Background: an optimization exercise with open tools, aiming at a short achievable clock period and few clock cycles per item. Do not read the settings as production practice.
Function was checked by simulation only, so behaviour that the tests miss may differ from the original.
Power and IR drop assume default switching activity.

main:
// rv_core
module rv_core #(
  parameter rv_isa_pkg::word_t RESET_PC = 32'h0000_0100
) (
  input  logic              clk,
  input  logic              rst,
  output rv_isa_pkg::word_t imem_addr,
  input  rv_isa_pkg::word_t imem_data,
  output rv_isa_pkg::word_t dmem_addr,
  output rv_isa_pkg::word_t dmem_wdata,
  output logic              dmem_we,
  input  rv_isa_pkg::word_t dmem_rdata,
  output logic              halt,
  output rv_isa_pkg::word_t trace_pc,
  output rv_isa_pkg::word_t trace_inst
);
==> flow/config.mk <==
export PLATFORM = sky130hd
export DESIGN_NAME = rv_core
export DESIGN_NICKNAME = rv_core
export VERILOG_FILES = /design/flow/design.v
export SDC_FILE = /design/flow/constraint.sdc
export NUM_CORES = 4
export LEC_CHECK = 0
export ABC_CLOCK_PERIOD_IN_PS = 3000
export CAP_MARGIN = 20
export CORE_MARGIN = 2
export CORE_UTILIZATION = 40
export SETUP_SLACK_MARGIN = 5
export SLEW_MARGIN = 20
==> flow/constraint.sdc <==
create_clock -name core_clock -period 8.0 [get_ports {clk}]
set_input_delay 1.6000 -clock core_clock [delete_from_list [all_inputs] [get_ports {clk}]]
set_output_delay 1.6000 -clock core_clock [all_outputs]
set_load 0.01 [all_outputs]
standard.sh (not shown) runs the stock make flow with config.mk's settings and CLKGATE_MAP_FILE= SYNTH_SCRIPT=/design/flow/synth_recipe.tcl, a recipe that flattens the netlist after the stock synthesis.
==> flow/flow/run.sh <==
#!/bin/bash
# The standard layout, except that synthesis and repair may not use the
# slow four-input OR/NOR-type cells (and similar wide stacked gates).
# Each step's full output is kept in a log file in this folder.
set -euo pipefail
HERE=$(pwd)
cat > "$HERE/flow_config.mk" <<EOC
include $HERE/config.mk
export DONT_USE_CELLS += sky130_fd_sc_hd__or4_1 sky130_fd_sc_hd__or4_2 sky130_fd_sc_hd__or4_4 sky130_fd_sc_hd__nor4_1 sky130_fd_sc_hd__nor4_2 sky130_fd_sc_hd__nor4_4 sky130_fd_sc_hd__or4b_1 sky130_fd_sc_hd__or4b_2 sky130_fd_sc_hd__or4b_4 sky130_fd_sc_hd__or4bb_1 sky130_fd_sc_hd__or4bb_2 sky130_fd_sc_hd__or4bb_4 sky130_fd_sc_hd__nor4b_1 sky130_fd_sc_hd__nor4b_2 sky130_fd_sc_hd__nor4b_4 sky130_fd_sc_hd__nor4bb_1 sky130_fd_sc_hd__nor4bb_2 sky130_fd_sc_hd__nor4bb_4 sky130_fd_sc_hd__a2111oi_0 sky130_fd_sc_hd__a2111oi_1 sky130_fd_sc_hd__a2111oi_2 sky130_fd_sc_hd__a2111oi_4 sky130_fd_sc_hd__o2111ai_1 sky130_fd_sc_hd__o2111ai_2 sky130_fd_sc_hd__o2111ai_4 sky130_fd_sc_hd__o41ai_1 sky130_fd_sc_hd__o41a_1 sky130_fd_sc_hd__a2111o_1 sky130_fd_sc_hd__o2111a_1 sky130_fd_sc_hd__a41oi_1 sky130_fd_sc_hd__o41ai_2 sky130_fd_sc_hd__o41ai_4 sky130_fd_sc_hd__a41oi_2 sky130_fd_sc_hd__a41oi_4
EOC
bash standard.sh DESIGN_CONFIG="$HERE/flow_config.mk" synth > synth.log 2>&1
bash standard.sh DESIGN_CONFIG="$HERE/flow_config.mk" finish > layout.log 2>&1
main reached the end of the flow, and the finished layout is clean on the timing, design-rule and antenna checks.
Testbench counts of main, summed over its fixed seeds: cycles 161,846, instrs 157,230.
--- input diff main..the feature branch ---
diff --git a/flow/design.v b/flow/design.v
--- a/flow/design.v
+++ b/flow/design.v
@@ -797,16 +797,17 @@
   logic        x_fla;
   logic        x_flb;
   logic        x_flsd;
   logic [31:0] x_alt;
   logic [31:0] x_target;
   logic [31:0] x_pc4;
   logic [R_W-1:0] x_rsel;
   logic [8:0]  x_ssel;
+  logic [31:0] x_rpc;
   logic [8:0]  d_ssel;
   logic        x_sra;
   logic        x_sub;
   logic [2:0]  x_bsel;
   logic        x_binv;
   logic        d_sub;
   assign d_sub = d_op == OP_REG && d_f3 == 3'b000 && d_f7[5];
   always_comb begin
@@ -877,16 +878,17 @@
     x_fla    <= d_fwd1 && d_use1 && x_load;
     x_flb    <= d_fwd2 && !d_use_imm && x_load;
     x_flsd   <= d_fwd2 && x_load;
     x_alt    <= d_alt;
     x_target <= d_target;
     x_pc4    <= d_pc4;
     x_rsel   <= d_rsel;
     x_ssel   <= d_ssel;
+    x_rpc    <= d_ecall ? d_pc : (d_pred ? d_pc4 : d_target);
     x_sra    <= d_f7[5];
     x_sub    <= d_sub;
     x_bsel   <= {d_f3[2] & d_f3[1], d_f3[2] & !d_f3[1], !d_f3[2]};
     x_binv   <= d_f3[0] ^ d_pred;
   end
   logic [31:0] a;
   logic [31:0] b;
   logic [31:0] sd;
@@ -967,22 +969,17 @@
   logic jalr_ok_l;
   assign jalr_ok_x = jalr_check(x_a, x_b, x_ptgt);
   assign jalr_ok_m = jalr_check(m_result, x_b, x_ptgt);
   assign jalr_ok_l = jalr_check(ld, x_b, x_ptgt);
   assign jalr_ok   = x_fa ? jalr_ok_m : (x_fla ? jalr_ok_l : jalr_ok_x);
   assign x_mispredict = x_is_br && !x_dres && (cond_raw ^ x_binv) && !x_squash;
   assign x_redirect   = ((x_ecall || (x_is_jalr && !(x_pred && jalr_ok))) && !x_squash) ||
                         x_mispredict;
-  always_comb begin
-    if (x_is_jalr)                    x_redirect_pc = {jalr_sum[31:1], 1'b0};
-    else if (x_ecall)                 x_redirect_pc = x_pc;
-    else if (x_pred)                  x_redirect_pc = x_pc4;
-    else                              x_redirect_pc = x_target;
-  end
+  assign x_redirect_pc = x_is_jalr ? {jalr_sum[31:1], 1'b0} : x_rpc;
   logic x_link;
   assign x_link = x_rsel[R_ALT] && (x_inst[6:0] == OP_JAL || x_inst[6:0] == OP_JALR);
   always_ff @(posedge clk) begin
     if (rst) begin
       for (int i = 0; i < LV_N; i++) lv_v[i] <= 1'b0;
     end else if (x_we && !x_squash) begin
       if (x_link)
         lv_v[x_rd[2:0]] <= 1'b1;
[summary]
The feature branch went all the way through the flow, and no timing, DRC or antenna check failed.
Between the feature branch and main, area after synthesis is higher for main, the feature branch comes in under that.
Summary of the feature branch over main: internal power went down about 1.7%, arrival time of data at the critical path endpoint increased by 20 ps relative to the old numbers.
The feature branch: compound-gate portion of the synthesized area lower than main
Higher multi-input gate share of the layout cell area goes to the feature branch over main.
The worst setup slack number comes out higher for main vs the feature branch.
Measured against each other, the feature branch and main differ in via count of the routed design, the higher figure coming from main.
The clock transition time at the flip-flop clock pins of the worst setup and hold paths of main and that of the feature branch are within noise of each other.
Between main and the feature branch, clock network fraction of design power increased.
Testbench counts of the feature branch, summed over its fixed seeds: cycles 161,846, instrs 157,230.

## afterwards: timing with drivers on the ports
No port has a modelled driver above. Below, the same layouts with a new extraction and two added sets of constraints.
Step 1 assumes that a clkbuf_16 drives the clock port and a buf_2 every other input.
Step 2 moves the port delays by t, midway between the first and last clock arrival at a register: inputs arrive t later, outputs are due t later. That takes back most of the time a late clock gives input paths.
Three values: no drivers, after step 1, after step 2; two values: the first two.
run	t (ns)	slack for setup (ns)	clock arrival spread, ns	slew at the worst register clock pin (ns)
main	1.048	3.863 / 3.874 / 2.825	0.083 / 0.083	0.07 / 0.07
the feature branch	1.054	3.781 / 3.781 / 2.806	0.103 / 0.103	0.07 / 0.07
After both steps setup and hold are still met in every run listed. For main, which loses most, drivers alone change the setup slack by +0.011 ns; drivers and shift together by -1.038 ns.
